This design comes from an exercise in tuning for small area and a short achievable clock period on the open sky130 flow, not from production work.
At most, simulation tests tie the RTL to the original design; equivalence was not proved.
For runs 2 to 4, only the layout was checked, not whether the RTL still works.
No activity file was given, so power comes from the tool's default toggle rates.

## design/flow/constraint.sdc

```tcl
create_clock -name core_clock -period 8.0 [get_ports {clk}]
set_input_delay 1.6000 -clock core_clock [delete_from_list [all_inputs] [get_ports {clk}]]
set_output_delay 1.6000 -clock core_clock [all_outputs]
set_load 0.01 [all_outputs]
```

## design/flow/design.v

```verilog
package mips_pkg;
  localparam int WORD_W     = 32;
  localparam int REG_ADDR_W = 5;
  localparam int PC_W       = 30;   
  localparam logic [REG_ADDR_W-1:0] LINK_REG = 5'd31;
  typedef enum logic [5:0] {
    OP_RTYPE  = 6'b000000,
    OP_REGIMM = 6'b000001,   
    OP_J      = 6'b000010,
    OP_JAL    = 6'b000011,
    OP_BEQ    = 6'b000100,
    OP_BNE    = 6'b000101,
    OP_BLEZ   = 6'b000110,
    OP_BGTZ   = 6'b000111,
    OP_ADDI   = 6'b001000,
    OP_ADDIU  = 6'b001001,
    OP_SLTI   = 6'b001010,
    OP_SLTIU  = 6'b001011,
    OP_ANDI   = 6'b001100,
    OP_ORI    = 6'b001101,
    OP_XORI   = 6'b001110,
    OP_LUI    = 6'b001111
  } opcode_e;
  typedef enum logic [5:0] {
    FN_SLL  = 6'b000000,
    FN_SRL  = 6'b000010,
    FN_SRA  = 6'b000011,
    FN_SLLV = 6'b000100,
    FN_SRLV = 6'b000110,
    FN_SRAV = 6'b000111,
    FN_JR   = 6'b001000,
    FN_JALR = 6'b001001,
    FN_ADD  = 6'b100000,
    FN_ADDU = 6'b100001,
    FN_SUB  = 6'b100010,
    FN_SUBU = 6'b100011,
    FN_AND  = 6'b100100,
    FN_OR   = 6'b100101,
    FN_XOR  = 6'b100110,
    FN_NOR  = 6'b100111,
    FN_SLT  = 6'b101010,
    FN_SLTU = 6'b101011
  } func_e;
  typedef enum logic [3:0] {
    ALU_ADD, ALU_SUB, ALU_SLL, ALU_SRL, ALU_SRA, ALU_AND,
    ALU_OR, ALU_XOR, ALU_NOR, ALU_SLT, ALU_SLTU, ALU_LUI
  } alu_mode_e;
  typedef enum logic [3:0] {
    BR_NONE, BR_BEQ, BR_BNE, BR_BLEZ, BR_BGTZ, BR_BLTZ,
    BR_BGEZ, BR_J, BR_JAL, BR_JR, BR_JALR
  } branch_e;
  typedef enum logic [3:0] {
    EXC_RI = 4'd10,
    EXC_OV = 4'd12
  } excode_e;
endpackage
`timescale 1ns/1ns
import mips_pkg::*;
module mips_field_decode
(
  input  logic [WORD_W-1:0]     instr,
  output logic                  imm_op,      
  output logic                  imm_sext,    
  output logic                  sub,         
  output logic                  sh_var,      
  output logic                  sh_left,
  output logic                  sh_arith,
  output logic [1:0]            lop,         
  output logic                  sel_sum,
  output logic                  sel_logic,
  output logic                  sel_less,
  output logic                  less_uns,
  output logic                  sel_sll,
  output logic                  sel_sr,
  output logic                  sel_lui,
  output logic                  sel_link,
  output logic                  br_r,        
  output logic                  br_regimm,   
  output logic                  br_j,        
  output logic                  br_eq,       
  output logic                  br_lez,      
  output logic                  br_inv,      
  output logic                  br_target,   
  output logic                  tgt_jr,
  output logic                  tgt_j,
  output logic                  writes_reg,
  output logic [REG_ADDR_W-1:0] waddr,
  output logic                  checks_ov,
  output logic                  reserved
);
  logic [5:0] op;
  logic [5:0] fn;
  logic [4:0] f_rt;
  logic [4:0] f_rd;
  logic       op_lo0;    
  logic       r_t;       
  logic       i_t;       
  logic       jal;
  logic       fn_ok;
  logic       wr;
  assign op   = instr[31:26];
  assign fn   = instr[5:0];
  assign f_rt = instr[20:16];
  assign f_rd = instr[15:11];
  assign op_lo0 = (op[3:0] == 4'b0000);
  assign r_t    = op_lo0;
  assign i_t    = op[3];
  assign jal    = (op[3:0] == 4'b0011);
  always_comb
  begin
    case (fn)
      6'h00, 6'h02, 6'h03, 6'h04, 6'h06, 6'h07, 6'h08, 6'h09,
      6'h20, 6'h21, 6'h22, 6'h23, 6'h24, 6'h25, 6'h26, 6'h27,
      6'h2a, 6'h2b: fn_ok = 1'b1;
      default:      fn_ok = 1'b0;
    endcase
  end
  always_comb
  begin
    reserved = 1'b0;
    if (op[5:4] != 2'b00)
      reserved = 1'b1;
    else if (op[3:0] == 4'b0000)
      reserved = ~fn_ok;
    else if (op[3:0] == 4'b0001)
      reserved = (f_rt[4:1] != 4'b0000);
  end
  assign imm_op   = i_t;
  assign imm_sext = ~op[2];
  assign sub      = i_t ? op[1] : (fn[1] & ~op[2]);
  assign sh_var   = fn[2];
  assign sh_left  = ~fn[1];
  assign sh_arith = fn[0];
  assign lop      = i_t ? op[1:0] : fn[1:0];
  assign sel_sum   = (r_t & fn[5] & ~fn[3] & ~fn[2]) | (i_t & ~op[2] & ~op[1]);
  assign sel_logic = (r_t & fn[5] & ~fn[3] & fn[2]) | (i_t & op[2] & ~(op[1] & op[0]));
  assign sel_less  = (r_t & fn[5] & fn[3]) | (i_t & ~op[2] & op[1]);
  assign less_uns  = i_t ? op[0] : fn[0];
  assign sel_sll   = r_t & ~fn[5] & ~fn[3] & ~fn[1];
  assign sel_sr    = r_t & ~fn[5] & ~fn[3] & fn[1];
  assign sel_lui   = i_t & (op[2:0] == 3'b111);
  assign sel_link  = (r_t & ~fn[5] & fn[3]) | jal;
  assign br_r      = r_t & ~fn[5] & fn[3];
  assign br_regimm = (op[3:0] == 4'b0001);
  assign br_j      = (op[3:1] == 3'b001);
  assign br_eq     = (op[3:1] == 3'b010);
  assign br_lez    = (op[3:1] == 3'b011);
  assign br_inv    = br_regimm ? f_rt[0] : op[0];
  assign br_target = (op[5:3] == 3'b000) &
                     ((op[2:0] == 3'b000) ? (fn[5:1] == 5'b00100) :
                      (op[2:0] == 3'b001) ? (f_rt[4:1] == 4'b0000) : 1'b1);
  assign tgt_jr    = ~op[2] & ~op[1] & ~op[0];
  assign tgt_j     = ~op[2] & op[1];
  assign wr         = (r_t & ~(~fn[5] & fn[3] & ~fn[0])) | i_t | jal;
  assign waddr      = op[3] ? f_rt : (f_rd | {5{op[0]}});
  assign writes_reg = wr & (waddr != 5'd0);
  assign checks_ov  = (r_t & fn[5] & ~fn[3] & ~fn[2] & ~fn[0]) |
                      (op[3] & ~op[2] & ~op[1] & ~op[0]);
endmodule
`timescale 1ns/1ns
import mips_pkg::*;
module mips_alu
#(
  parameter int ADDER = 0    
)
(
  input  logic [WORD_W-1:0] rs_data,
  input  logic [WORD_W-1:0] rt_data,
  input  logic [15:0]       imm,
  input  logic [4:0]        sa,
  input  logic              imm_op,
  input  logic              imm_sext,
  input  logic              sub,
  input  logic              sh_var,
  input  logic              sh_left,
  input  logic              sh_arith,
  input  logic [1:0]        lop,
  input  logic              sel_sum,
  input  logic              sel_logic,
  input  logic              sel_less,
  input  logic              less_uns,
  input  logic              sel_sll,
  input  logic              sel_sr,
  input  logic              sel_lui,
  output logic [WORD_W-1:0] result,
  output logic              overflow,
  output logic              equal
);
  localparam int N = WORD_W;
  logic [N-1:0] a;
  logic [N-1:0] b;
  logic [N-1:0] bx;
  logic [N-1:0] p;
  logic [N-1:0] g;
  logic [N:0]   c;       
  logic [N-1:0] sum;
  logic         less;
  logic [N-1:0] logic_r;
  assign a = rs_data;
  assign b = imm_op ? {{16{imm_sext & imm[15]}}, imm} : rt_data;
  assign bx = b ^ {N{sub}};
  assign p  = a ^ bx;
  assign g  = a & bx;
  logic [N-1:0] gc;
  mips_prefix #(.W(N), .ARCH(ADDER)) i_prefix (
    .g  ({g[N-1:1], g[0] | (p[0] & sub)}),
    .p  (p),
    .gc (gc)
  );
  assign c[N:1] = gc;
  assign c[0] = sub;
  assign sum  = p ^ c[N-1:0];
  assign overflow = c[N-1] ^ c[N];
  assign less  = less_uns ? ~c[N] : (p[N-1] ^ c[N]);
  assign equal = ~|p;
  logic lg_g;
  logic lg_o;
  logic lg_x;
  logic lg_n;
  assign lg_g = sel_logic & (lop == 2'b00);
  assign lg_o = sel_logic & (lop == 2'b01);
  assign lg_x = sel_logic & (lop == 2'b10);
  assign lg_n = sel_logic & (lop == 2'b11);
  assign logic_r = ({N{lg_g}} & g) | ({N{lg_o}} & (p | g)) | ({N{lg_x}} & ~p)
                 | ({N{lg_n}} & ~(a | b));
  logic [4:0]   shamt;
  logic [N-1:0] sh_in;
  logic [N-1:0] sh_out;
  logic         fill;
  assign shamt = sh_var ? rs_data[4:0] : sa;
  assign fill  = sh_arith & rt_data[N-1];
  always_comb
  begin
    for (int i = 0; i < N; i++)
      sh_in[i] = sh_left ? rt_data[N-1-i] : rt_data[i];
  end
  logic [N-1:0] s1, s2, s3, s4;
  assign s1     = shamt[4] ? {{16{fill}}, sh_in[N-1:16]} : sh_in;
  assign s2     = shamt[3] ? {{8{fill}},  s1[N-1:8]}     : s1;
  assign s3     = shamt[2] ? {{4{fill}},  s2[N-1:4]}     : s2;
  assign s4     = shamt[1] ? {{2{fill}},  s3[N-1:2]}     : s3;
  assign sh_out = shamt[0] ? {fill,       s4[N-1:1]}     : s4;
  logic [N-1:0] sh_rev;
  always_comb
  begin
    for (int i = 0; i < N; i++)
      sh_rev[i] = sh_out[N-1-i];
  end
  assign result = ({N{sel_sum}}   & sum)
                | logic_r
                | ({N{sel_less}}  & {{(N-1){1'b0}}, less})
                | ({N{sel_sll}}   & sh_rev)
                | ({N{sel_sr}}    & sh_out)
                | ({N{sel_lui}}   & {imm, 16'h0000});
endmodule
module mips_prefix
#(
  parameter int W    = 32,
  parameter int ARCH = 0    
)
(
  input  logic [W-1:0] g,
  input  logic [W-1:0] p,
  output logic [W-1:0] gc
);
  localparam int LG = (W <= 2) ? 1 : (W <= 4) ? 2 : (W <= 8) ? 3 : (W <= 16) ? 4 : (W <= 32) ? 5 : 6;
  generate
    if (ARCH == 3)
    begin : g_rip
      logic [W-1:0] r;
      assign r[0] = g[0];
      for (genvar i = 1; i < W; i++)
      begin : g_bit
        assign r[i] = g[i] | (p[i] & r[i-1]);
      end
      assign gc = r;
    end
    else if (ARCH == 1)
    begin : g_bk
      logic [W-1:0] gu [0:LG];
      logic [W-1:0] pu [0:LG];
      logic [W-1:0] gd [0:LG];
      assign gu[0] = g;
      assign pu[0] = p;
      for (genvar l = 0; l < LG; l++)
      begin : g_up
        for (genvar i = 0; i < W; i++)
        begin : g_bit
          if (((i + 1) % (2 << l)) == 0)
          begin : g_op
            assign gu[l+1][i] = gu[l][i] | (pu[l][i] & gu[l][i - (1 << l)]);
            assign pu[l+1][i] = pu[l][i] & pu[l][i - (1 << l)];
          end
          else
          begin : g_cp
            assign gu[l+1][i] = gu[l][i];
            assign pu[l+1][i] = pu[l][i];
          end
        end
      end
      assign gd[0] = gu[LG];
      for (genvar k = 0; k < LG - 1; k++)
      begin : g_dn
        localparam int L = LG - 2 - k;
        for (genvar i = 0; i < W; i++)
        begin : g_bit
          if ((i >= (3 << L) - 1) && (((i + 1 - (1 << L)) % (2 << L)) == 0))
          begin : g_op
            assign gd[k+1][i] = gd[k][i] | (pu[LG][i] & gd[k][i - (1 << L)]);
          end
          else
          begin : g_cp
            assign gd[k+1][i] = gd[k][i];
          end
        end
      end
      assign gc = gd[LG-1];
    end
    else
    begin : g_log
      logic [W-1:0] gl [0:LG];
      logic [W-1:0] pl [0:LG];
      assign gl[0] = g;
      assign pl[0] = p;
      for (genvar l = 0; l < LG; l++)
      begin : g_lvl
        for (genvar i = 0; i < W; i++)
        begin : g_bit
          localparam int J = (ARCH == 0) ? ((i >> l) << l) - 1 : i - (1 << l);
          if ((ARCH == 0) ? (((i >> l) & 1) == 1) : (i >= (1 << l)))
          begin : g_op
            assign gl[l+1][i] = gl[l][i] | (pl[l][i] & gl[l][J]);
            assign pl[l+1][i] = pl[l][i] & pl[l][J];
          end
          else
          begin : g_cp
            assign gl[l+1][i] = gl[l][i];
            assign pl[l+1][i] = pl[l][i];
          end
        end
      end
      assign gc = gl[LG];
    end
  endgenerate
endmodule
`timescale 1ns/1ns
import mips_pkg::*;
module mips_branch_unit
#(
  parameter int ADDER = 1
)
(
  input  logic [WORD_W-1:0] rs_data,
  input  logic              equal,
  input  logic [15:0]       branch_offset,
  input  logic [25:0]       jump_index,
  input  logic [PC_W-1:0]   pc_crnt,
  input  logic [PC_W-1:0]   pc_next,
  input  logic              br_r,
  input  logic              br_regimm,
  input  logic              br_j,
  input  logic              br_eq,
  input  logic              br_lez,
  input  logic              br_inv,
  input  logic              br_target,
  input  logic              tgt_jr,
  input  logic              tgt_j,
  output logic              taken,
  output logic [PC_W-1:0]   pc_wdata    
);
  logic            rs_neg;
  logic            rs_zero;
  logic [PC_W-1:0] bta;
  logic [PC_W-1:0] target;
  assign rs_neg  = rs_data[WORD_W-1];
  assign rs_zero = ~|rs_data;
  assign taken = br_r | br_j
               | (br_regimm & (rs_neg ^ br_inv))
               | (br_eq     & (equal ^ br_inv))
               | (br_lez    & ((rs_neg | rs_zero) ^ br_inv));
  logic [16:0]      lo;
  logic             up_step;
  logic [PC_W-17:0] q;
  logic [PC_W-17:0] run;
  logic [15:0]      lg;
  logic [15:0]      lp;
  logic [15:0]      lc;
  assign lg = pc_next[15:0] & branch_offset;
  assign lp = pc_next[15:0] ^ branch_offset;
  mips_prefix #(.W(16), .ARCH(ADDER)) i_prefix (
    .g  (lg),
    .p  (lp),
    .gc (lc)
  );
  assign lo      = {lc[15], lp ^ {lc[14:0], 1'b0}};
  assign up_step = lo[16] ^ branch_offset[15];
  assign q       = pc_next[PC_W-1:16] ^ {(PC_W-16){branch_offset[15]}};
  mips_prefix #(.W(PC_W-16), .ARCH(0)) i_run (
    .g  ({{(PC_W-17){1'b0}}, up_step}),
    .p  ({q[PC_W-18:0], 1'b0}),
    .gc (run)
  );
  assign bta = {pc_next[PC_W-1:16] ^ run, lo[15:0]};
  assign target = tgt_jr ? rs_data[WORD_W-1:2]
                : tgt_j  ? {pc_crnt[PC_W-1:PC_W-4], jump_index}
                :          bta;
  assign pc_wdata = br_target ? target : PC_W'(32'h2000_0000);
endmodule
`timescale 1ns/1ns
import mips_pkg::*;
module mips_commit
#(
  parameter bit MERGE_EPC = 1'b1
)
(
  input  logic                  clk,
  input  logic                  rst_n,
  input  logic                  instr_valid,
  input  logic                  writes_reg,
  input  logic [REG_ADDR_W-1:0] waddr,
  input  logic                  checks_ov,
  input  logic                  reserved,
  input  logic                  link,        
  input  logic [WORD_W-1:0]     alu_result,
  input  logic                  overflow,
  input  logic                  taken,
  input  logic [PC_W-1:0]       pc_wdata,
  input  logic [PC_W-1:0]       pc_crnt,
  input  logic                  cause_bd,
  input  logic                  exl,
  output logic                  greg_wen,
  output logic [REG_ADDR_W-1:0] greg_waddr,
  output logic [WORD_W-1:0]     greg_wdata,
  output logic                  pcreg_wen,
  output logic [PC_W-1:0]       pcreg_wdata,
  output logic                  exception,
  output logic                  cause_wen,
  output logic [3:0]            cause_excode,
  output logic                  epc_wen,
  output logic [WORD_W-1:0]     epc_data
);
  logic            trap;    
  logic            exc;
  logic [PC_W-1:0] epc_word;
  logic [PC_W-1:0] zrun;
  logic            exc_q;
  logic            xwen_q;
  logic [2:1]      excode_q;
  assign trap = reserved | (checks_ov & overflow);
  assign exc  = instr_valid & trap;
  mips_prefix #(.W(PC_W), .ARCH(0)) i_zrun (
    .g  ({{(PC_W-1){1'b0}}, cause_bd & ~(link & ~reserved)}),
    .p  ({~pc_crnt[PC_W-2:0], 1'b0}),
    .gc (zrun)
  );
  assign epc_word = pc_crnt ^ zrun;
  always_ff @(posedge clk)
  begin
    if (!rst_n)
    begin
      greg_wen  <= 1'b0;
      pcreg_wen <= 1'b0;
      exc_q     <= 1'b0;
      xwen_q    <= 1'b0;
    end
    else
    begin
      greg_wen  <= instr_valid & writes_reg & ~trap;
      pcreg_wen <= instr_valid & (trap | taken);
      exc_q     <= exc;
      xwen_q    <= exc & ~exl;   
    end
  end
  assign exception = exc_q;
  assign cause_wen = xwen_q;
  assign epc_wen   = xwen_q;
  always_ff @(posedge clk)
  begin
    greg_waddr  <= waddr;
    pcreg_wdata <= pc_wdata;
    excode_q    <= {~reserved, reserved};
  end
  assign cause_excode = {1'b1, excode_q, 1'b0};
  generate
    if (MERGE_EPC)
    begin : g_merge
      logic [WORD_W-1:0] wdata_q;
      always_ff @(posedge clk)
        wdata_q <= (trap | link) ? {epc_word, 2'b00} : alu_result;
      assign greg_wdata = wdata_q;
      assign epc_data   = wdata_q;
    end
    else
    begin : g_split
      logic [WORD_W-1:0] wdata_q;
      logic [PC_W-1:0]   epc_q;
      always_ff @(posedge clk)
      begin
        wdata_q <= link ? {pc_crnt, 2'b00} : alu_result;
        epc_q   <= epc_word;
      end
      assign greg_wdata = wdata_q;
      assign epc_data   = {epc_q, 2'b00};
    end
  endgenerate
endmodule
`timescale 1ns/1ns
import mips_pkg::*;
module mips_exec_stage
#(
  parameter logic [31:0] EXCEPT_VEC = 32'h8000_0000
)
(
  input  logic                  clk,
  input  logic                  rst_n,
  input  logic                  instr_valid,
  input  logic [WORD_W-1:0]     instr,
  input  logic [WORD_W-1:0]     rs_data,
  input  logic [WORD_W-1:0]     rt_data,
  input  logic [PC_W-1:0]       pc_crnt,
  input  logic [PC_W-1:0]       pc_next,
  input  logic                  cause_bd,
  input  logic                  exl,
  output logic                  greg_wen,
  output logic [REG_ADDR_W-1:0] greg_waddr,
  output logic [WORD_W-1:0]     greg_wdata,
  output logic                  pcreg_wen,
  output logic [PC_W-1:0]       pcreg_wdata,
  output logic                  exception,
  output logic                  cause_wen,
  output logic [3:0]            cause_excode,
  output logic                  epc_wen,
  output logic [WORD_W-1:0]     epc_data
);
  logic                  imm_op;
  logic                  imm_sext;
  logic                  sub;
  logic                  sh_var;
  logic                  sh_left;
  logic                  sh_arith;
  logic [1:0]            lop;
  logic                  sel_sum;
  logic                  sel_logic;
  logic                  sel_less;
  logic                  less_uns;
  logic                  sel_sll;
  logic                  sel_sr;
  logic                  sel_lui;
  logic                  sel_link;
  logic                  br_r;
  logic                  br_regimm;
  logic                  br_j;
  logic                  br_eq;
  logic                  br_lez;
  logic                  br_inv;
  logic                  br_target;
  logic                  tgt_jr;
  logic                  tgt_j;
  logic                  writes_reg;
  logic [REG_ADDR_W-1:0] waddr;
  logic                  checks_ov;
  logic                  reserved;
  logic [WORD_W-1:0]     alu_result;
  logic                  overflow;
  logic                  equal;
  logic                  taken;
  logic [PC_W-1:0]       pc_wdata;
  mips_field_decode i_decode (
    .instr      (instr),
    .imm_op     (imm_op),
    .imm_sext   (imm_sext),
    .sub        (sub),
    .sh_var     (sh_var),
    .sh_left    (sh_left),
    .sh_arith   (sh_arith),
    .lop        (lop),
    .sel_sum    (sel_sum),
    .sel_logic  (sel_logic),
    .sel_less   (sel_less),
    .less_uns   (less_uns),
    .sel_sll    (sel_sll),
    .sel_sr     (sel_sr),
    .sel_lui    (sel_lui),
    .sel_link   (sel_link),
    .br_r       (br_r),
    .br_regimm  (br_regimm),
    .br_j       (br_j),
    .br_eq      (br_eq),
    .br_lez     (br_lez),
    .br_inv     (br_inv),
    .br_target  (br_target),
    .tgt_jr     (tgt_jr),
    .tgt_j      (tgt_j),
    .writes_reg (writes_reg),
    .waddr      (waddr),
    .checks_ov  (checks_ov),
    .reserved   (reserved)
  );
  mips_alu i_alu (
    .rs_data   (rs_data),
    .rt_data   (rt_data),
    .imm       (instr[15:0]),
    .sa        (instr[10:6]),
    .imm_op    (imm_op),
    .imm_sext  (imm_sext),
    .sub       (sub),
    .sh_var    (sh_var),
    .sh_left   (sh_left),
    .sh_arith  (sh_arith),
    .lop       (lop),
    .sel_sum   (sel_sum),
    .sel_logic (sel_logic),
    .sel_less  (sel_less),
    .less_uns  (less_uns),
    .sel_sll   (sel_sll),
    .sel_sr    (sel_sr),
    .sel_lui   (sel_lui),
    .result    (alu_result),
    .overflow  (overflow),
    .equal     (equal)
  );
  mips_branch_unit i_branch (
    .rs_data       (rs_data),
    .equal         (equal),
    .branch_offset (instr[15:0]),
    .jump_index    (instr[25:0]),   
    .pc_crnt       (pc_crnt),
    .pc_next       (pc_next),
    .br_r          (br_r),
    .br_regimm     (br_regimm),
    .br_j          (br_j),
    .br_eq         (br_eq),
    .br_lez        (br_lez),
    .br_inv        (br_inv),
    .br_target     (br_target),
    .tgt_jr        (tgt_jr),
    .tgt_j         (tgt_j),
    .taken         (taken),
    .pc_wdata      (pc_wdata)
  );
  mips_commit i_commit (
    .clk          (clk),
    .rst_n        (rst_n),
    .instr_valid  (instr_valid),
    .writes_reg   (writes_reg),
    .waddr        (waddr),
    .checks_ov    (checks_ov),
    .reserved     (reserved),
    .link         (sel_link),
    .alu_result   (alu_result),
    .overflow     (overflow),
    .taken        (taken),
    .pc_wdata     (pc_wdata),
    .pc_crnt      (pc_crnt),
    .cause_bd     (cause_bd),
    .exl          (exl),
    .greg_wen     (greg_wen),
    .greg_waddr   (greg_waddr),
    .greg_wdata   (greg_wdata),
    .pcreg_wen    (pcreg_wen),
    .pcreg_wdata  (pcreg_wdata),
    .exception    (exception),
    .cause_wen    (cause_wen),
    .cause_excode (cause_excode),
    .epc_wen      (epc_wen),
    .epc_data     (epc_data)
  );
endmodule
```

## design/flow/config.mk

```make
export PLATFORM = sky130hd
export DESIGN_NAME = mips_exec_stage
export DESIGN_NICKNAME = mips_exec_stage
export VERILOG_FILES = /design/flow/design.v
export SDC_FILE = /design/flow/constraint.sdc
export NUM_CORES = 4
export LEC_CHECK = 0
export CAP_MARGIN = 20
export CORE_MARGIN = 2
export CORE_UTILIZATION = 50
export SETUP_SLACK_MARGIN = 3.0
export SLEW_MARGIN = 20
export BUFFER_PORTS_ARGS = -buffer_cell sky130_fd_sc_hd__buf_1
```

## design/flow/flow/run.sh

```bash
#!/bin/bash
set -e
echo "export BUFFER_PORTS_ARGS = -buffer_cell sky130_fd_sc_hd__buf_1" >> config.mk
export BUFFER_PORTS_ARGS="-buffer_cell sky130_fd_sc_hd__buf_1"
bash standard.sh > standard.log 2>&1
```

## design/flow/standard.sh

```bash
#!/bin/bash
# synth_recipe.tcl (not shown) runs the flow's synth.tcl, then flattens the netlist and writes it again
# the make line also repeats each setting of config.mk as NAME=value (left out here)
make -C /OpenROAD-flow-scripts/flow DESIGN_CONFIG=/design/flow/config.mk WORK_HOME=/design/flow/orfs CLKGATE_MAP_FILE= SYNTH_SCRIPT=/design/flow/synth_recipe.tcl "${@:-finish}"
```

==> flow_summary_export.csv, run 1 <==
group,metric,value,unit
synth,synthAdderAreaFrac,11.50,%
synth,synth_cell_types,81,
synth,ys_seq_area_share,12.81,%
critical_path,cp_max_fo,7,
layout,final_common_cell,"buf_1",
sta,finalSetupTns,0,ns
synth,synth_ff_type,"dfxtp_1",
grt,grt_pass1_wl,73740,um
clock_tree,clk_pin_slew,0.08,ns
floorplan,start_util,50.68,%
layout,nets,2003,
routing,wl_per_cell,24.97,um
grt,antenna_found_initial,1,
routing,drtIter0Drc,1393,
floorplan,io_pins,269,
floorplan,die-height,155.0,um
critical_path,crit_path_end_kind,"flip-flop",
critical_path,startpoint_type,"input port",
routing,num_vias,13270,
sta,max_freq,201.3,MHz
synth,syn-instance-count,1522,
routing,top_layer,"met5",
layout,insertedDiodeCount,0,
critical_path,cp.arrival,5.22,ns
pwr,power_frac_seq,20.1,%
pwr,ir_worst_vdd,0.1066,mV
synth,synth_edf_count,0,
sta,worstMarginPinSlew,1.216,ns
clock_tree,cts-htree-levels,3,
clock_tree,cts_buffers,9,
layout,drive_above_1_share,15.77,%
grt,grt_usage,40.63,%
routing,wl_met2,22170,um
synth,synth.avg_cell_area,7.493,sq um
placement,post-place-cells,1960,
flow_run,cap_violations,0,
placement,dp_hpwl,38420,um
layout,final_cell_mix,"buf_1, nand2_1, nor2_1, o21ai_0, mux2i_1",
placement,portBuffers,266,
synth,yosys-top-cells-area,"dfxtp_1, ha_1, mux2i_1",
synth,synth.top_cell.area_share,12.81,%
pwr,power_frac_clock,21.8,%
synth,synthXorXnorAreaFrac,7.142,%
floorplan,die_area,24030,sq um
pwr,leakage,5.608,nW
pwr,powerDensity,142.9,nW/um^2
routing,vias_per_cell,6.521,
routing,drt-met1-wl,19900,um
clock_tree,cts.sinks,73,
grt,overflow,0,
routing,wl_met3,5519,um
routing,wl,50820,um
pwr,p_int,1.057,mW
placement,place.gp.congestion,0.9875,
floorplan,core,22500,sq um
sta,setup_viol,0,
synth,synth_area,11400,sq um
sta,drv_slew,0,
routing,drtPass1Iterations,8,
sta,fin_crit,4.967,ns
clock_tree,cts_tree,"yes",
synth,synth-compound-area-share,26.67,%
synth,synth_seq_cells,73,
synth,synthSimpleGateAreaFrac,18.20,%
clock_tree,clock_path_buffers,2,
synth,syn_nets,1780,
critical_path,worst-setup-path-type,"in -> reg",
sta,hold_viol,0,
pwr,power.switching,0.9379,mW
synth,synth_top_family_by_area,"compound AO/OA/AOI/OAI gates",
synth,ys_warn_count,16,
run_status,status,"complete, no violations",
grt,grt_max_degree,46,
floorplan,rows,55,
layout,utilization,62.01,%
routing,route.detailed.drc,0,
sta,rsz0062_at_grt,"yes",
sta,finalCritPeriodShare,62.08,%
routing,postRouteAntennaNets,0,
pwr,p_sw_share,47.03,%
layout,nFillCells,2044,
floorplan,die_x,155.0,um
pwr,combPwrFrac,58.1,%
hold_path,hold_class,"in -> reg",
sta,slew-limit-headroom,18.42,%
layout,instances_no_fill,2035,
clock_tree,cts_root_buf,"clkbuf_16",
synth,yosysTopAreaCell,"dfxtp_1",
layout,area_growth,22.36,%
critical_path,required,8.25,ns
grt,grt_pass1_vias,12120,
synth,synth-async-reset-ratio,0,%
synth,synthMuxAreaShare,14.69,%
[cells in the mapped netlist, drive strengths merged, types with 7 or more instances]
cell / instances
o21a: 8
a311oi: 13
a21o: 25
nand4: 12
a31oi: 19
or4: 7
and3: 10
a211oi: 31
nor4: 24
xnor2: 37
fa: 13
o211ai: 21
nand2b: 12
xor2: 56
a22oi: 17
dfxtp: 73
a222oi: 12
buf: 71
a221oi: 19
o221ai: 13
ha: 84
a31o: 11
o21ai: 104
nand3: 40
nor3: 21
nand2: 136
clkbuf: 70
o22ai: 17
mux2: 32
mux2i: 104
nor2b: 8
nor2: 124
a32oi: 8
or3: 9
mux4: 12
a21oi: 87
inv: 84
[sequential cells by signal (all words and copies together), names as in the netlist]
name,flops
i_commit.greg_waddr,5
i_commit.greg_wen,1
i_commit.pcreg_wdata,30
i_commit.g_merge.wdata_q,32
i_commit.exc_q,1
i_commit.excode_q,2
i_commit.pcreg_wen,1
i_commit.xwen_q,1
[critical path, cell delays in order]
cell and delay (ns):
clkbuf_16 0.11, buf_4 0.12, nand2b_4 0.06, o21a_4 0.26, buf_12 0.14, buf_12 0.12, xor2_1 0.19, inv_1 0.06
ha_1 0.36, a21oi_1 0.20, o21ai_1 0.16, a21oi_2 0.22, o31ai_4 0.12, a21o_4 0.25, a21o_4 0.24, a211oi_4 0.23
nor2b_4 0.28, buf_6 0.16, mux2_2 0.32
[final timing paths]
check                     from                           end  cells past startpoint
worst max-delay path  instr[1]  i_commit.g_merge.wdata_q[16]                     19
worst min-delay path       exl               i_commit.xwen_q                      2
[power by group through the flow]
| stage | registers [mW] | clock network [mW] | logic, mW |
|---|---|---|---|
| 3_3_place_gp | 0.409 | 0 | 0.996 |
| 3_5_place_dp | 0.409 | 0 | 0.996 |
| 4_1_cts | 0.401 | 0.432 | 1.06 |
| 6_report | 0.401 | 0.435 | 1.16 |
| 2_1_floorplan | 0.422 | 0 | 0.685 |
| 5_1_grt | 0.403 | 0.445 | 1.23 |
[kinds of logic (layout without fill, tap and decap cells)]
kind of cell	count (synthesis)	count (layout)
compound gates	451	451
simple gates	432	432
buf+inv	226	454
mux	148	148
fa+ha+maj	97	97
xor+xnor	93	93
flops	73	73
other cells	2	2
[cell type report]
type,count,area (sq um),area share [%]
Clock buffer,9,225.2,1.614
Clock inverter,7,60.06,0.4304
Multi-Input combinational cell,1223,9510,68.15
Inverter,85,331.6,2.376
Sequential cell,73,1461,10.47
Tap cell,285,356.6,2.555
Timing Repair Buffer,353,2009,14.40
[metrics by stage]
stage / cell area [sq um] / total power [mW] / hold WS [ns] / setup WS, ns
5_1_grt: 13950 / 2.081 / 1.407 / 2.909
3_3_place_gp: 12460 / 1.405 / 1.795 / 1.260
3_5_place_dp: 12460 / 1.405 / 1.795 / 1.162
2_1_floorplan: 11650 / 1.107 / 1.679 / 2.750
4_1_cts: 13470 / 1.893 / 1.417 / 2.988
6_report: 13950 / 1.994 / 1.425 / 3.033
[layer usage]
| layer | track usage, % | vias up |
|---|---|---|
| met5 | 0 | - |
| li1 | - | 6027 |
| met3 | 9.972 | 179 |
| met4 | 21.56 | 2 |
| met2 | 64.04 | 842 |
| met1 | 51.37 | 6220 |
[what timing repair did]
action                     in CTS  in global routing
hold endpoints to repair        0                  0
buffers inserted               34                 20
setup endpoints to repair      38                 35
cloned                          3                  2
resized for setup              80                 67
hold buffers                    0                  0
pin swaps                      15                 28
==> run 2: changes to the inputs <==
--- a/design/flow/design.v
+++ b/design/flow/design.v
@@ -128,5 +128,5 @@
   assign imm_op   = i_t;
   assign imm_sext = ~op[2];
-  assign sub      = i_t ? op[1] : (fn[1] & ~op[2]);
+  assign sub      = i_t ? op[1] : fn[1];
   assign sh_var   = fn[2];
   assign sh_left  = ~fn[1];
@@ -211,7 +211,7 @@
   assign c[0] = sub;
   assign sum  = p ^ c[N-1:0];
-  assign overflow = c[N-1] ^ c[N];
+  assign overflow = ~p[N-1] & (a[N-1] ^ c[N-1]);
   assign less  = less_uns ? ~c[N] : (p[N-1] ^ c[N]);
-  assign equal = ~|p;
+  assign equal = sub ? &p : ~|p;
   logic lg_g;
   logic lg_o;
==> flow_summary_export.csv, run 2 <==
group,metric,value,unit
run_status,status,"complete, no violations",
critical_path,worst-setup-path-type,"in -> reg",
floorplan,core,23330,sq um
grt,grt_max_degree,42,
layout,largest_register_ffs,32,
layout,final_cell_mix,"buf_1, nand2_1, nor2_1, mux2i_1, a21oi_1",
pwr,ir_worst_vdd,0.09249,mV
sta,finalSetupTns,0,ns
critical_path,cp_max_fo,40,
sta,drv_slew,0,
floorplan,io_pins,269,
synth,synth_ff_type,"dfxtp_1",
placement,pre_cts_ws,1.296,ns
grt,grt_usage,43.65,%
sta,rsz0062_at_grt,"yes",
synth,synth-compound-area-share,27.90,%
synth,syn_nets,1872,
sta,finalCritPeriodShare,63.98,%
clock_tree,cts.sinks,73,
clock_tree,clk_pin_slew,0.07,ns
sta,finalWorstSetupSlack,2.882,ns
sta,setup_viol,0,
synth,synth_edf_count,0,
sta,hold_viol,0,
synth,synth.top_cell.area_share,12.37,%
routing,num_vias,14600,
pwr,p_sw_share,47.94,%
routing,wl,55990,um
clock_tree,clock_path_buffers,2,
routing,vias_per_cell,6.785,
layout,final_common_cell,"buf_1",
synth,synth_seq_cells,73,
synth,yosys-top-cells-area,"dfxtp_1, mux2i_1, ha_1",
flow_run,cap_violations,0,
critical_path,crit_path_end_kind,"flip-flop",
clock_tree,ctsHoldBuffers,0,
synth,ys_seq_area_share,12.37,%
synth,synthSimpleGateAreaFrac,20.57,%
critical_path,startpoint_type,"input port",
synth,synthMuxAreaShare,13.37,%
hold_path,hold_class,"in -> reg",
placement,portBuffers,266,
synth,synth_area,11820,sq um
pwr,combPwrFrac,58.3,%
pwr,p_int,1.050,mW
floorplan,die-height,157.7,um
pwr,power_frac_seq,19.9,%
synth,synth.avg_cell_area,7.321,sq um
placement,place.gp.congestion,1.092,
clock_tree,cts_tree,"yes",
layout,insertedDiodeCount,0,
layout,regMostFlops,"i_commit.g_merge.wdata_q",
synth,synth_cell_types,83,
routing,route.detailed.drc,0,
clock_tree,cts_buffers,9,
sta,fin_crit,5.118,ns
sta,hold_slack,1.387,ns
grt,antenna_found_initial,1,
sta,slew-limit-headroom,29.74,%
placement,dp_hpwl,41750,um
grt,overflow,0,
synth,syn-instance-count,1614,
floorplan,die_area,24880,sq um
layout,reg.largest.list,"i_commit.g_merge.wdata_q x32, i_commit.pcreg_wdata x30, i_commit.greg_waddr x5",
critical_path,required,8.23,ns
critical_path,crit_end,"i_commit.g_merge.wdata_q[26]",
synth,synth.most_common_cell,"nand2_1",
synth,synthXorXnorAreaFrac,6.004,%
pwr,leakage,5.798,nW
placement,place_area,12950,sq um
floorplan,die_x,157.7,um
layout,stdcell_area,14470,sq um
layout,nets,2085,
routing,drtPass1Iterations,7,
layout,area_growth,22.44,%
grt,grt_pass1_wl,81590,um
pwr,power.switching,0.9664,mW
synth,synth-async-reset-ratio,0,%
routing,wl_per_cell,26.03,um
routing,postRouteAntennaNets,0,
clock_tree,cts-htree-levels,3,
sta,worstMarginPinSlew,1.046,ns
pwr,powerDensity,139.3,nW/um^2
synth,synth_top_family_by_area,"compound AO/OA/AOI/OAI gates",
synth,synthAdderAreaFrac,11.10,%
synth,ys_warn_count,16,
grt,grt_pass1_vias,13130,
floorplan,start_util,50.64,%
floorplan,rows,56,
synth,synth_common_cells,"nand2_1, nor2_1, mux2i_1",
routing,drtIter0Drc,1791,
clock_tree,cts_root_buf,"clkbuf_16",
sta,max_freq,195.4,MHz
layout,drive_above_1_share,13.97,%
critical_path,cp.arrival,5.35,ns
pwr,power_frac_clock,21.8,%
critical_path,startpoint,"instr[1]",
synth,yosysTopAreaCell,"dfxtp_1",
## run 2: cell types whose count changed after synthesis, sizes merged, moves of 11 or more
cell,delta
a211oi,+11
a222oi,-11
mux2,-18
mux2i,+13
nand2,+24
nor2,+25
nor3,+11
o21ai,-14
xnor2,+20
xor2,-32
## run 2: cell families after synthesis
logic type | count (synthesis)
compound gates | 482
xor+xnor | 81
other cells | 2
fa+ha+maj | 97
flops | 73
buf+inv | 229
simple gates | 508
mux | 142
## run 2: worst min-delay path by stage
stage	startpoint	endpoint	slack, ns	depth (start not counted)
floorplan	exl	i_commit.xwen_q	1.68	1
global placement	exl	i_commit.xwen_q	1.77	2
detailed placement	exl	i_commit.xwen_q	1.77	2
CTS	exl	i_commit.xwen_q	1.39	2
global route	exl	i_commit.xwen_q	1.42	2
finish	exl	i_commit.xwen_q	1.39	2
## run 2: layout make-up
cell class / instances / area [sq um]
inverters: 86 / 331.6
clock buffers: 9 / 225.2
flip-flops and latches: 73 / 1461
repair buffers: 343 / 1946
well taps: 319 / 399.1
clock inverters: 7 / 60.06
fillers: 2215 / 8865
multi-input cells: 1314 / 10040
## run 2: metal layers
layer / wire length [um] / GRT usage (%)
met4: 4126 / 25.41
met5: 0 / 0
met1: 21070 / 55.96
met3: 6728 / 9.061
met2: 24070 / 67.66
## run 2: power groups by stage
| stage | registers (mW) | logic (mW) | clock network (mW) |
|---|---|---|---|
| detailed placement | 0.410 | 1.01 | 0 |
| global placement | 0.410 | 1.00 | 0 |
| finish | 0.402 | 1.17 | 0.440 |
| global route | 0.405 | 1.24 | 0.449 |
| floorplan | 0.422 | 0.691 | 0 |
| CTS | 0.402 | 1.07 | 0.436 |
## run 2: critical path: stages
cell	delay [ns]
clkbuf_16	0.12
buf_4	0.49
mux2i_1	0.64
mux2i_1	0.39
mux2i_1	0.45
nand2_1	0.11
a31oi_1	0.66
mux2i_1	0.24
a221oi_1	0.50
mux2i_1	0.12
## run 2: per-stage QoR
step | util (%) | total power, mW | instances
4_1_cts | 59.90 | 1.908 | 2138
5_1_grt | 62.01 | 2.098 | 2151
3_3_place_gp | 55.49 | 1.412 | 2087
6_report | 62.01 | 2.016 | 2151
2_1_floorplan | - | 1.113 | 1614
3_5_place_dp | 55.49 | 1.416 | 2087
## run 2: repair_timing
| action | CTS | global route |
|---|---|---|
| setup buffers | 28 | 12 |
| gates resized for setup | 84 | 69 |
| endpoints found under the setup margin | 36 | 37 |
| pin swaps | 19 | 28 |
| cloned | 7 | 1 |
==> run 3: changes to the inputs <==
--- a/design/flow/design.v
+++ b/design/flow/design.v
@@ -128,5 +128,5 @@
   assign imm_op   = i_t;
   assign imm_sext = ~op[2];
-  assign sub      = i_t ? op[1] : fn[1];
+  assign sub      = i_t ? op[1] : (fn[1] & ~op[2]);
   assign sh_var   = fn[2];
   assign sh_left  = ~fn[1];
@@ -211,7 +211,7 @@
   assign c[0] = sub;
   assign sum  = p ^ c[N-1:0];
-  assign overflow = ~p[N-1] & (a[N-1] ^ c[N-1]);
+  assign overflow = c[N-1] ^ c[N];
   assign less  = less_uns ? ~c[N] : (p[N-1] ^ c[N]);
-  assign equal = sub ? &p : ~|p;
+  assign equal = ~|p;
   logic lg_g;
   logic lg_o;
@@ -264,5 +264,5 @@
   output logic [W-1:0] gc
 );
-  localparam int LG = (W <= 2) ? 1 : (W <= 4) ? 2 : (W <= 8) ? 3 : (W <= 16) ? 4 : (W <= 32) ? 5 : 6;
+  localparam int LG = $clog2(W);
   generate
     if (ARCH == 3)
==> design/flow/flow/run.sh (replaced) <==
#!/bin/bash
set -euo pipefail
here=$(pwd)
rm -rf "$here/scripts"
cp -r "$FLOW_HOME/scripts" "$here/scripts"
cp "$here/flow/abc.script" "$here/scripts/abc_speed.script"
sed -e "s#SYNTH_SCRIPT=#SCRIPTS_DIR=$here/scripts BUFFER_PORTS_ARGS='-buffer_cell sky130_fd_sc_hd__buf_1' SYNTH_SCRIPT=#" standard.sh > flow_standard.sh
grep -q "SCRIPTS_DIR=$here/scripts" flow_standard.sh
bash flow_standard.sh > standard.log 2>&1
==> design/flow/flow/abc.script (new file) <==
strash
dch
amap
topo
stime -c
--- a/design/flow/config.mk
+++ b/design/flow/config.mk
@@ -8,6 +8,5 @@
 export CAP_MARGIN = 20
 export CORE_MARGIN = 2
-export CORE_UTILIZATION = 50
-export SETUP_SLACK_MARGIN = 3.0
+export CORE_UTILIZATION = 25
+export SETUP_SLACK_MARGIN = 2.5
 export SLEW_MARGIN = 20
-export BUFFER_PORTS_ARGS = -buffer_cell sky130_fd_sc_hd__buf_1
==> flow_summary_export.csv, run 3 <==
group,metric,value,unit
run_status,status,"complete, no violations",
sta,finalCritPeriodShare,72.70,%
routing,wl,55540,um
routing,postRouteAntennaNets,0,
routing,drt-met1-wl,22750,um
routing,wl_per_cell,24.10,um
layout,reg.largest.list,"i_commit.g_merge.wdata_q x32, i_commit.pcreg_wdata x30, i_commit.greg_waddr x5",
clock_tree,clk_pin_slew,0.07,ns
critical_path,startpoint_type,"input port",
synth,synth_cell_types,48,
sta,setup_viol,0,
routing,top_layer,"met5",
clock_tree,cts_buffers,9,
clock_tree,cts-htree-levels,3,
critical_path,crit_end,"i_commit.g_merge.wdata_q[28]",
pwr,powerDensity,136.9,nW/um^2
synth,yosys-top-cells-area,"dfxtp_1, ha_1, o22a_1",
synth,syn_nets,1657,
routing,vias_per_cell,5.816,
clock_tree,cts_tree,"yes",
placement,place.gp.congestion,1.010,
sta,hold_viol,0,
grt,overflow,0,
floorplan,die-height,201.9,um
layout,final_common_cell,"buf_1",
synth,synth_seq_cells,73,
grt,antenna_found_initial,4,
grt,grt_usage,25.74,%
floorplan,start_util,25.33,%
layout,nets,2038,
synth,synth_edf_count,0,
placement,portBuffers,266,
layout,area_growth,41.13,%
synth,synth.most_common_cell,"clkinv_1",
sta,drv_slew,0,
clock_tree,cts.sinks,73,
synth,ys_seq_area_share,14.93,%
routing,num_vias,13410,
sta,finalSetupTns,0,ns
critical_path,cp_max_fo,8,
critical_path,cpMaxStageDelayCell,"o32ai_4",
placement,post-place-cells,2191,
layout,largest_register_ffs,32,
synth,synth_area,9789,sq um
layout,instances_no_fill,2305,
routing,drtPass1Iterations,5,
sta,rsz0062_at_grt,"yes",
grt,grt_pass1_wl,79180,um
layout,regMostFlops,"i_commit.g_merge.wdata_q",
synth,synth-async-reset-ratio,0,%
synth,yosysTopAreaCell,"dfxtp_1",
routing,drtIter0Drc,1530,
floorplan,die_area,40760,sq um
floorplan,io_pins,269,
sta,fin_crit,5.816,ns
synth,syn-instance-count,1399,
clock_tree,cts_root_buf,"clkbuf_16",
routing,route.detailed.drc,0,
grt,grt_max_degree,35,
sta,hold_slack,1.391,ns
placement,place_area,11720,sq um
synth,synth_common_cells,"clkinv_1, nor2_1, o22ai_1",
sta,slew-limit-headroom,33.82,%
critical_path,required,8.26,ns
sta,worstMarginPinSlew,0.9900,ns
clock_tree,ctsHoldBuffers,0,
layout,drive_above_1_share,16.64,%
critical_path,crit_path_end_kind,"flip-flop",
pwr,ir_worst_vdd,0.08753,mV
synth,synth.avg_cell_area,6.997,sq um
floorplan,die_x,201.9,um
critical_path,slowest_delay,0.41,ns
pwr,leakage,4.752,nW
synth,synth_ff_type,"dfxtp_1",
floorplan,core,38650,sq um
grt,grt_pass1_vias,12240,
floorplan,rows,72,
hold_path,hold_class,"in -> reg",
sta,max_freq,171.9,MHz
flow_run,cap_violations,0,
routing,wl_met3,5636,um
clock_tree,clock_path_buffers,2,
critical_path,cp.arrival,6.07,ns
critical_path,worst-setup-path-type,"in -> reg",
layout,final_cell_mix,"buf_1, clkinv_1, nor2_1, o22ai_1, o22a_1",
critical_path,startpoint,"instr[29]",
synth,ys_warn_count,16,
layout,stdcell_area,13820,sq um
synth,synth.top_cell.area_share,14.93,%
placement,dp_hpwl,41220,um
routing,wl_met2,23770,um
-- run 3: cell types whose count changed in the layout (fill, tap and decap cells not counted), sizes merged, moves of 28 or more --
cell,previous run,this run
a211oi,42,13
buf,334,388
clkinv,0,202
inv,89,9
mux2i,117,0
nand2,160,60
nor2,149,200
o21a,5,33
o21ai,91,63
o22a,1,113
o22ai,27,146
xnor2,57,7
-- run 3: timing repair --
item / CTS / global route
resized for setup: 138 / 67
endpoints found under the hold margin: 0 / 0
endpoints found under the setup margin: 45 / 43
pin swaps: 33 / 34
setup buffers: 65 / 16
gates cloned: 10 / 5
-- run 3: power by group --
group          internal (mW)  leakage, nW  total (mW)  switching [mW]
clock                  0.211        0.129       0.389           0.178
combinational          0.430         4.02        1.10           0.669
sequential             0.390        0.605       0.404          0.0140
-- run 3: cell families (layout without fill, tap and decap cells) --
| group | Yosys count | after routing | synth area share [%] |
|---|---|---|---|
| AO/OA/AOI/OAI | 587 | 587 | 42.55 |
| XOR/XNOR | 9 | 9 | 0.8053 |
| adder cells (fa/ha/maj) | 97 | 97 | 13.39 |
| buffers and inverters | 238 | 622 | 10.47 |
| flip-flops | 73 | 73 | 14.93 |
| other | 2 | 4 | 0.07672 |
| AND/OR/NAND/NOR | 393 | 395 | 17.78 |
-- run 3: critical path, delay by kind of cell --
family,cells,cell delay (ns)
buffers and inverters,10,1.13
AND/OR/NAND/NOR,8,1.08
adder cells (fa/ha/maj),1,0.38
AO/OA/AOI/OAI,9,1.82
-- run 3: how the worst min path moves through the flow --
stage	start	end	cells past startpoint
floorplan	exl	i_commit.xwen_q	1
global placement	exl	i_commit.xwen_q	2
detailed placement	exl	i_commit.xwen_q	2
CTS	exl	i_commit.xwen_q	2
global route	exl	i_commit.xwen_q	2
finish	exl	i_commit.xwen_q	2
-- run 3: cell type report --
class / instances / area [sq um]
sequential: 73 / 1461
antenna: 2 / 5.005
clock buffer: 10 / 229.0
multi-input combinational: 1090 / 8167
timing repair inverter: 4 / 57.56
timing repair buffer: 399 / 2361
inverter: 203 / 844.6
fill: 4163 / 24830
tap: 518 / 648.1
clock inverter: 6 / 42.54
-- run 3: per-stage QoR --
step / util, % / total power, mW / worst slack (ns)
finish: 35.75 / 1.892 / 2.184
detailed placement: 30.33 / 1.301 / 0.8210
global route: 35.74 / 1.993 / 2.009
floorplan: - / 0.9889 / 1.500
global placement: 30.33 / 1.300 / 0.8433
CTS: 34.51 / 1.825 / 2.371
-- run 3: per-layer routing --
layer  track usage [%]  vias to the layer above
met5                 0                        -
met4             13.81                        4
met3             5.353                      153
met2             39.68                      806
met1             33.61                     6294
li1                  -                     6150
==> run 4: changes to the inputs <==
--- a/design/flow/design.v
+++ b/design/flow/design.v
@@ -128,5 +128,5 @@
   assign imm_op   = i_t;
   assign imm_sext = ~op[2];
-  assign sub      = i_t ? op[1] : (fn[1] & ~op[2]);
+  assign sub      = i_t ? op[1] : fn[1];
   assign sh_var   = fn[2];
   assign sh_left  = ~fn[1];
@@ -190,5 +190,4 @@
   logic [N-1:0] a;
   logic [N-1:0] b;
-  logic [N-1:0] bx;
   logic [N-1:0] p;
   logic [N-1:0] g;
@@ -199,7 +198,10 @@
   assign a = rs_data;
   assign b = imm_op ? {{16{imm_sext & imm[15]}}, imm} : rt_data;
-  assign bx = b ^ {N{sub}};
-  assign p  = a ^ bx;
-  assign g  = a & bx;
+  logic [N-1:0] x;
+  logic [N-1:0] h;
+  assign x = a ^ b;
+  assign h = a & b;
+  assign p = x ^ {N{sub}};
+  assign g = a & ~p;
   logic [N-1:0] gc;
   mips_prefix #(.W(N), .ARCH(ADDER)) i_prefix (
@@ -213,15 +215,16 @@
   assign overflow = c[N-1] ^ c[N];
   assign less  = less_uns ? ~c[N] : (p[N-1] ^ c[N]);
-  assign equal = ~|p;
-  logic lg_g;
-  logic lg_o;
-  logic lg_x;
-  logic lg_n;
-  assign lg_g = sel_logic & (lop == 2'b00);
+  assign equal = ~|x;
+  logic [N-1:0] o;
+  logic         lg_h;
+  logic         lg_o;
+  logic         lg_x;
+  logic         lg_n;
+  assign o    = x | h;
+  assign lg_h = sel_logic & (lop == 2'b00);
   assign lg_o = sel_logic & (lop == 2'b01);
   assign lg_x = sel_logic & (lop == 2'b10);
   assign lg_n = sel_logic & (lop == 2'b11);
-  assign logic_r = ({N{lg_g}} & g) | ({N{lg_o}} & (p | g)) | ({N{lg_x}} & ~p)
-                 | ({N{lg_n}} & ~(a | b));
+  assign logic_r = ({N{lg_h}} & h) | ({N{lg_o}} & o) | ({N{lg_x}} & x) | ({N{lg_n}} & ~o);
   logic [4:0]   shamt;
   logic [N-1:0] sh_in;
@@ -264,5 +267,5 @@
   output logic [W-1:0] gc
 );
-  localparam int LG = $clog2(W);
+  localparam int LG = (W <= 2) ? 1 : (W <= 4) ? 2 : (W <= 8) ? 3 : (W <= 16) ? 4 : (W <= 32) ? 5 : 6;
   generate
     if (ARCH == 3)
--- a/design/flow/flow/run.sh
+++ b/design/flow/flow/run.sh
@@ -1,3 +1,10 @@
 #!/bin/bash
+# The standard layout (standard.sh) with two changes:
+#  - the port buffers are plain sky130_fd_sc_hd__buf_1 cells (BUFFER_PORTS_ARGS)
+#  - ABC maps with flow/abc.script, a delay-targeted area-recovering script,
+#    in place of ORFS's abc_speed.script
+# Everything else, synthesis included, runs from an unchanged copy of ORFS's
+# scripts folder, so the registers and their names are the standard ones.
+# Tool output goes to standard.log here and to ORFS's logs under orfs/logs.
 set -euo pipefail
 here=$(pwd)
==> design/flow/flow/abc.script (replaced) <==
strash
dch
map -D 2000
topo
stime -c
buffer -c
upsize -c -D 2000
dnsize -c -D 2000
--- a/design/flow/config.mk
+++ b/design/flow/config.mk
@@ -8,5 +8,5 @@
 export CAP_MARGIN = 20
 export CORE_MARGIN = 2
-export CORE_UTILIZATION = 25
-export SETUP_SLACK_MARGIN = 2.5
+export CORE_UTILIZATION = 50
+export SETUP_SLACK_MARGIN = 3.0
 export SLEW_MARGIN = 20
==> flow_summary_export.csv, run 4 <==
group,metric,value,unit
run_status,status,"complete, no violations",
sta,finalSetupTns,0,ns
routing,vias_per_cell,6.156,
critical_path,startpoint_type,"input port",
floorplan,rows,53,
layout,area_growth,29.01,%
pwr,leakage,6.055,nW
placement,portBuffers,266,
critical_path,cpMaxStageDelayCell,"o21ai_4",
layout,largest_register_ffs,32,
sta,rsz0062_at_grt,"yes",
critical_path,cp_max_fo,8,
routing,wl_per_cell,21.51,um
synth,synth_seq_cells,73,
routing,drtIter0Drc,1674,
sta,finalWorstSetupSlack,2.935,ns
grt,antenna_found_initial,0,
floorplan,start_util,51.04,%
clock_tree,ctsHoldBuffers,0,
synth,synth.top_cell.area_share,13.58,%
layout,regMostFlops,"i_commit.g_merge.wdata_q",
routing,route.detailed.drc,0,
synth,synth_edf_count,0,
placement,place.gp.congestion,1.043,
grt,grt_pass1_wl,71730,um
critical_path,required,8.24,ns
routing,postRouteAntennaNets,0,
grt,overflow,0,
layout,utilization,65.85,%
synth,synth.avg_cell_area,6.099,sq um
clock_tree,cts-htree-levels,3,
synth,yosys-top-cells-area,"dfxtp_1, nand2_1, o21ai_0",
critical_path,cp_cell_sequence,"buf_12, clkinvlp_4, o21ai_4, buf_12, a21oi_4, inv_2, ha_4, inv_4, xor2_4, nand2_2, o21a_1, or2_1, o21a_1, o21ai_2, nand3_2, a31oi_4, o32ai_4, a31oi_4, nand3_4, buf_6, buf_12, nor2_4, a31oi_1",
floorplan,die-height,150.7,um
hold_path,hold_class,"in -> reg",
pwr,power_frac_clock,23.7,%
synth,synth.most_common_cell,"nand2_1",
grt,grt_max_degree,58,
synth,synth_common_cells,"nand2_1, o21ai_0, inv_1",
clock_tree,cts_tree,"yes",
synth,ys_warn_count,16,
layout,insertedDiodeCount,0,
pwr,ir_worst_vdd,0.08370,mV
layout,nets,2299,
floorplan,die_x,150.7,um
placement,dp_hpwl,35970,um
pwr,combPwrFrac,55.5,%
clock_tree,cts.sinks,73,
sta,finalCritPeriodShare,63.31,%
pwr,p_sw_share,47.30,%
synth,syn_nets,2018,
sta,worstMarginPinSlew,0.9218,ns
routing,wl,50040,um
synth,synth-async-reset-ratio,0,%
clock_tree,clock_path_buffers,2,
sta,slew-limit-headroom,38.38,%
grt,grt_pass1_vias,12440,
sta,fin_crit,5.065,ns
clock_tree,cts_buffers,9,
critical_path,cp_common_cell,"buf_12",
clock_tree,cts_root_buf,"clkbuf_16",
critical_path,worst-setup-path-type,"in -> reg",
hold_path,min_to,"i_commit.xwen_q",
critical_path,cp.arrival,5.30,ns
sta,drv_slew,0,
routing,num_vias,14320,
pwr,p_int,1.011,mW
pwr,power_frac_seq,20.8,%
placement,pre_cts_ws,1.115,ns
sta,hold_viol,0,
layout,drive_above_1_share,15.89,%
layout,reg.largest.list,"i_commit.g_merge.wdata_q x32, i_commit.pcreg_wdata x30, i_commit.greg_waddr x5",
sta,max_freq,197.5,MHz
synth,ys_seq_area_share,13.58,%
grt,grt_usage,41.70,%
floorplan,die_area,22720,sq um
clock_tree,clk_pin_slew,0.07,ns
pwr,powerDensity,138.2,nW/um^2
flow_run,cap_violations,0,
layout,final_cell_mix,"nand2_1, buf_1, o21ai_0, inv_1, nor2_1",
floorplan,core,21090,sq um
synth,synth_cell_types,69,
hold_path,min_from,"exl",
hold_path,whs_path_depth,2,
synth,synth_ff_type,"dfxtp_1",
layout,final_common_cell,"nand2_1",
sta,setup_viol,0,
synth,synth_area,10760,sq um
floorplan,io_pins,269,
synth,syn-instance-count,1765,
critical_path,slowest_delay,0.28,ns
pwr,power.switching,0.9078,mW
synth,yosysTopAreaCell,"dfxtp_1",
critical_path,crit_path_end_kind,"flip-flop",
routing,drtPass1Iterations,10,
[run 4: cell types whose count changed in the layout (fill, tap and decap cells not counted), moves of 53 or more]
cell and delta:
nand2_1 +272, inv_1 +192, clkinv_1 -179, o21ai_0 +147, o22ai_1 -120, o22a_1 -113, a21oi_1 +53
[run 4: cell families (layout without fill, tap and decap cells)]
kind of cell	Yosys count	count (layout)	share of synthesized area (%)
compound gates	565	565	31.19
xor+xnor	53	53	4.731
fa+ha+maj	92	92	11.25
buf+inv	345	629	13.77
flops	73	73	13.58
mux	13	13	1.209
other cells	2	2	0.06977
simple gates	622	624	24.20
[run 4: worst max-delay path by stage]
| stage | startpoint | to | slack (ns) | cells past startpoint |
|---|---|---|---|---|
| final | instr[29] | i_commit.g_merge.wdata_q[28] | 2.94 | 23 |
| after CTS | instr[29] | i_commit.g_merge.wdata_q[11] | 3.00 | 23 |
| after detailed placement | instr[28] | i_commit.g_merge.wdata_q[30] | 1.12 | 28 |
| after global placement | instr[28] | i_commit.g_merge.wdata_q[30] | 1.35 | 28 |
| after global routing | instr[29] | i_commit.g_merge.wdata_q[26] | 2.80 | 22 |
| after floorplan | instr[29] | i_commit.g_merge.wdata_q[14] | 3.00 | 24 |
[run 4: power by group through the flow]
stage	combinational, mW	clock, mW	sequential (mW)
5_1_grt	1.15	0.468	0.404
3_5_place_dp	0.837	0	0.409
2_1_floorplan	0.575	0	0.422
3_3_place_gp	0.828	0	0.408
4_1_cts	0.904	0.451	0.400
6_report	1.07	0.454	0.400
[run 4: what timing repair did]
action                                 CTS  global route
resized for setup                       70           176
pin swaps                               25            53
endpoints found under the hold margin    0             0
setup endpoints to repair               35            41
gates cloned                             8             5
setup buffers                           43            49
[run 4: final cells by class]
type	instances	area (sq um)
multi-input combinational	1349	8601
timing repair inverter	4	20.02
clock buffer	9	225.2
timing repair buffer	390	2285
sequential	73	1461
inverter	219	868.3
clock inverter	7	82.58
tap	275	344.1
fill	1983	7201
[run 4: metrics by stage]
step	std cells	hold slack (ns)	total power, mW	instance area [sq um]
floorplan	1765	1.679	0.9976	10880
global placement	2204	1.793	1.236	11740
detailed placement	2204	1.802	1.246	11740
CTS	2271	1.421	1.755	12770
global route	2326	1.434	2.019	13890
finish	2326	1.413	1.919	13890
[run 4: critical path, delay by kind of cell]
| kind | cells | cell delay (ns) |
|---|---|---|
| xor gates and xnor gates | 1 | 0.16 |
| AOI/OAI and AO/OA | 9 | 1.60 |
| buffers and inverters | 7 | 0.95 |
| adders and majority gates | 1 | 0.21 |
| and+or+nand+nor | 5 | 0.76 |
[run 4: per-layer routing]
layer  routed length, um  track usage (%)  up-vias  part of all wire [%]
li1                    -                -     6549                     -
met1               19260            54.48     6504                    38
met2               21210            64.34     1053                    42
met3                6261            8.485      212                    13
met4                3310            22.52        0                   6.6
met5                   0                0        -                     0
==> run 5: changes to the inputs <==
--- a/design/flow/design.v
+++ b/design/flow/design.v
@@ -128,16 +128,16 @@
   assign imm_op   = i_t;
   assign imm_sext = ~op[2];
-  assign sub      = i_t ? op[1] : fn[1];
+  assign sub      = i_t ? op[1] : (fn[1] & ~op[2]);
   assign sh_var   = fn[2];
   assign sh_left  = ~fn[1];
   assign sh_arith = fn[0];
   assign lop      = i_t ? op[1:0] : fn[1:0];
-  assign sel_sum   = (r_t & fn[5] & ~fn[3] & ~fn[2]) | (i_t & ~op[2] & ~op[1]);
-  assign sel_logic = (r_t & fn[5] & ~fn[3] & fn[2]) | (i_t & op[2] & ~(op[1] & op[0]));
-  assign sel_less  = (r_t & fn[5] & fn[3]) | (i_t & ~op[2] & op[1]);
+  assign sel_sum   = i_t ? (~op[2] & ~op[1]) : (fn[5] & ~fn[3] & ~fn[2]);
+  assign sel_logic = i_t ? (op[2] & ~(op[1] & op[0])) : (fn[5] & fn[2]);
+  assign sel_less  = i_t ? (~op[2] & op[1]) : (fn[5] & fn[3]);
   assign less_uns  = i_t ? op[0] : fn[0];
-  assign sel_sll   = r_t & ~fn[5] & ~fn[3] & ~fn[1];
-  assign sel_sr    = r_t & ~fn[5] & ~fn[3] & fn[1];
-  assign sel_lui   = i_t & (op[2:0] == 3'b111);
+  assign sel_sll   = ~i_t & ~fn[5] & ~fn[1];
+  assign sel_sr    = ~i_t & ~fn[5] & fn[1];
+  assign sel_lui   = i_t & op[2] & op[1] & op[0];
   assign sel_link  = (r_t & ~fn[5] & fn[3]) | jal;
   assign br_r      = r_t & ~fn[5] & fn[3];
@@ -190,4 +190,5 @@
   logic [N-1:0] a;
   logic [N-1:0] b;
+  logic [N-1:0] bx;
   logic [N-1:0] p;
   logic [N-1:0] g;
@@ -198,10 +199,7 @@
   assign a = rs_data;
   assign b = imm_op ? {{16{imm_sext & imm[15]}}, imm} : rt_data;
-  logic [N-1:0] x;
-  logic [N-1:0] h;
-  assign x = a ^ b;
-  assign h = a & b;
-  assign p = x ^ {N{sub}};
-  assign g = a & ~p;
+  assign bx = b ^ {N{sub}};
+  assign p  = a ^ bx;
+  assign g  = a & bx;
   logic [N-1:0] gc;
   mips_prefix #(.W(N), .ARCH(ADDER)) i_prefix (
@@ -215,16 +213,15 @@
   assign overflow = c[N-1] ^ c[N];
   assign less  = less_uns ? ~c[N] : (p[N-1] ^ c[N]);
-  assign equal = ~|x;
-  logic [N-1:0] o;
-  logic         lg_h;
-  logic         lg_o;
-  logic         lg_x;
-  logic         lg_n;
-  assign o    = x | h;
-  assign lg_h = sel_logic & (lop == 2'b00);
+  assign equal = ~|p;
+  logic lg_g;
+  logic lg_o;
+  logic lg_x;
+  logic lg_n;
+  assign lg_g = sel_logic & (lop == 2'b00);
   assign lg_o = sel_logic & (lop == 2'b01);
   assign lg_x = sel_logic & (lop == 2'b10);
   assign lg_n = sel_logic & (lop == 2'b11);
-  assign logic_r = ({N{lg_h}} & h) | ({N{lg_o}} & o) | ({N{lg_x}} & x) | ({N{lg_n}} & ~o);
+  assign logic_r = ({N{lg_g}} & g) | ({N{lg_o}} & (p | g)) | ({N{lg_x}} & ~p)
+                 | ({N{lg_n}} & ~(a | b));
   logic [4:0]   shamt;
   logic [N-1:0] sh_in;
--- a/design/flow/flow/run.sh
+++ b/design/flow/flow/run.sh
@@ -2,5 +2,5 @@
 # The standard layout (standard.sh) with two changes:
 #  - the port buffers are plain sky130_fd_sc_hd__buf_1 cells (BUFFER_PORTS_ARGS)
-#  - ABC maps with flow/abc.script, a delay-targeted area-recovering script,
+#  - ABC maps with flow/abc.script, ORFS's speed script without its final buffering and sizing (buffer -c, upsize -c, dnsize -c), which the layout's repair steps redo with placement information,
 #    in place of ORFS's abc_speed.script
 # Everything else, synthesis included, runs from an unchanged copy of ORFS's
==> design/flow/flow/abc.script (replaced) <==
&get -n
&st
&dch
&nf
&st
&syn2
&if -g -K 6
&synch2
&nf
&st
&syn2
&if -g -K 6
&synch2
&nf
&st
&syn2
&if -g -K 6
&synch2
&nf
&st
&syn2
&if -g -K 6
&synch2
&nf
&st
&syn2
&if -g -K 6
&synch2
&nf
&put
topo
stime -c
--- a/design/flow/config.mk
+++ b/design/flow/config.mk
@@ -9,4 +9,5 @@
 export CORE_MARGIN = 2
 export CORE_UTILIZATION = 50
+export PLACE_DENSITY = 0.75
 export SETUP_SLACK_MARGIN = 3.0
 export SLEW_MARGIN = 20
==> flow_summary_export.csv, run 5 <==
group,metric,value,unit
synth,ys_warn_count,16,
routing,drtIter0Drc,2112,
floorplan,io_pins,269,
layout,largest_register_ffs,32,
critical_path,required,8.24,ns
routing,route.detailed.drc,0,
clock_tree,cts-htree-levels,3,
clock_tree,clk_pin_slew,0.07,ns
sta,drv_slew,0,
synth,synth_seq_cells,73,
clock_tree,cts_buffers,9,
layout,final_cell_mix,"buf_1, nand2_1, mux2i_1, nor2_1, a21oi_1",
layout,regMostFlops,"i_commit.g_merge.wdata_q",
clock_tree,cts_root_buf,"clkbuf_16",
layout,nFillCells,2058,
sta,hold_slack,1.398,ns
grt,grt_pass1_vias,12990,
pwr,powerDensity,144.2,nW/um^2
routing,vias_per_cell,7.000,
layout,drive_above_1_share,11.04,%
layout,multiInputGateArea,10020,sq um
sta,rsz0062_at_grt,"no",
critical_path,crit_path_end_kind,"flip-flop",
run_status,status,"complete, no violations",
synth,synth-async-reset-ratio,0,%
synth,synth.top_cell.area_share,12.85,%
synth,synth_cell_types,63,
pwr,power_frac_clock,19.5,%
synth,synth.avg_cell_area,7.648,sq um
flow_run,cap_violations,0,
synth,ys_seq_area_share,12.85,%
grt,antenna_found_initial,3,
grt,grt_usage,42.72,%
layout,nets,2055,
routing,postRouteAntennaNets,0,
layout,stdcell_area,14080,sq um
sta,fin_crit,5.020,ns
pwr,finalPower,2.030,mW
hold_path,whs_path_depth,2,
synth,synth_edf_count,0,
routing,wl_per_cell,25.67,um
sta,max_freq,199.2,MHz
floorplan,start_util,50.54,%
pwr,power.switching,0.9787,mW
synth,syn_nets,1745,
sta,slew-limit-headroom,13.82,%
floorplan,core,22500,sq um
synth,synth_common_cells,"nand2_1, mux2i_1, a21oi_1",
sta,finalCritPeriodShare,62.75,%
run 5: cell types whose count changed after synthesis, sizes merged, moves of 18 or more:
cell | before | now
buf | 53 | 35
inv | 218 | 0
xor2 | 40 | 22
xnor2 | 13 | 64
clkinv | 1 | 81
a21oi | 147 | 113
nand2 | 336 | 157
o22ai | 3 | 22
nor3 | 17 | 39
nor2 | 167 | 112
a21o | 1 | 26
mux2i | 13 | 131
o21ai | 244 | 87
clkbuf | 73 | 0
run 5: power groups by stage:
stage	Clock [mW]	Combinational, mW	Sequential, mW
CTS	0.393	1.14	0.409
global placement	0	1.09	0.416
global route	0.408	1.29	0.411
floorplan	0	0.719	0.428
finish	0.396	1.23	0.409
detailed placement	0	1.10	0.416
run 5: worst max path at each step:
stage                                              end  slack (ns)       from  cells past startpoint
after floorplan           i_commit.g_merge.wdata_q[14]        2.51  instr[29]                     12
after global placement    i_commit.g_merge.wdata_q[14]        1.57  instr[15]                     15
after detailed placement  i_commit.g_merge.wdata_q[14]        1.50  instr[15]                     16
after CTS                 i_commit.g_merge.wdata_q[17]        3.00  instr[29]                     17
after global routing      i_commit.g_merge.wdata_q[17]        2.95   instr[1]                     18
final                     i_commit.g_merge.wdata_q[17]        2.98   instr[1]                     18
run 5: logic make-up after synthesis:
logic type / count (synthesis) / share of synthesized area [%]
muxes: 162 / 15.99
adders and majority gates: 97 / 11.53
other: 2 / 0.06604
xor gates and xnor gates: 86 / 6.623
DFF: 73 / 12.85
buffers and inverters: 116 / 4.984
AOI/OAI and AO/OA: 478 / 28.17
and+or+nand+nor: 473 / 19.79
run 5: cell type report:
type / count / area share (%)
timing repair buffer: 332 / 11.68
clock inverter: 6 / 0.3111
antenna: 3 / 0.05333
inverter: 81 / 2.231
sequential: 73 / 10.38
clock buffer: 10 / 1.627
multi-input combinational: 1300 / 71.18
tap: 285 / 2.533
run 5: layer usage:
| metal | vias up | share of wire, % | GRT usage (%) |
|---|---|---|---|
| li1 | 6324 | - | - |
| met1 | 6776 | 38 | 54.85 |
| met2 | 1231 | 41 | 64.14 |
| met3 | 298 | 14 | 12.78 |
| met4 | 0 | 7.1 | 23.54 |
| met5 | - | 0 | 0 |
run 5: timing repair:
action | in CTS | in global routing
pin swaps | 6 | 8
endpoints found under the setup margin | 38 | 36
cloned | 3 | 1
resized for setup | 56 | 41
buffers inserted | 17 | 11
endpoints found under the hold margin | 0 | 0
run 5: worst max-delay path, cell delays in order:
cell      delay (ns)
clkbuf_4        0.22
buf_12          0.21
mux2i_1         0.31
xnor2_2         0.16
fa_2            0.40
a21o_1          0.18
nand4_1         0.16
buf_4           0.18
a21o_1          0.24
nand3_2         0.17
a221oi_2        0.28
fa_1            0.26
nor2_1          0.06
nor2_1          0.08
o21ai_0         0.10
a211oi_2        0.36
o21a_1          0.20
mux2i_1         0.06
run 5: per-stage QoR:
step | setup slack, ns | instances
after floorplan | 2.512 | 1487
after CTS | 3.004 | 2075
final | 2.980 | 2090
after global placement | 1.568 | 2039
after detailed placement | 1.498 | 2039
after global routing | 2.950 | 2087

Check on run 5: ideal ports give 2.980 ns setup slack; a clkbuf_16 on the clock port and buf_2 on the inputs give 3.007 ns; moving port delays by the midpoint clock arrival (0.402 ns) as well gives 2.604 ns.
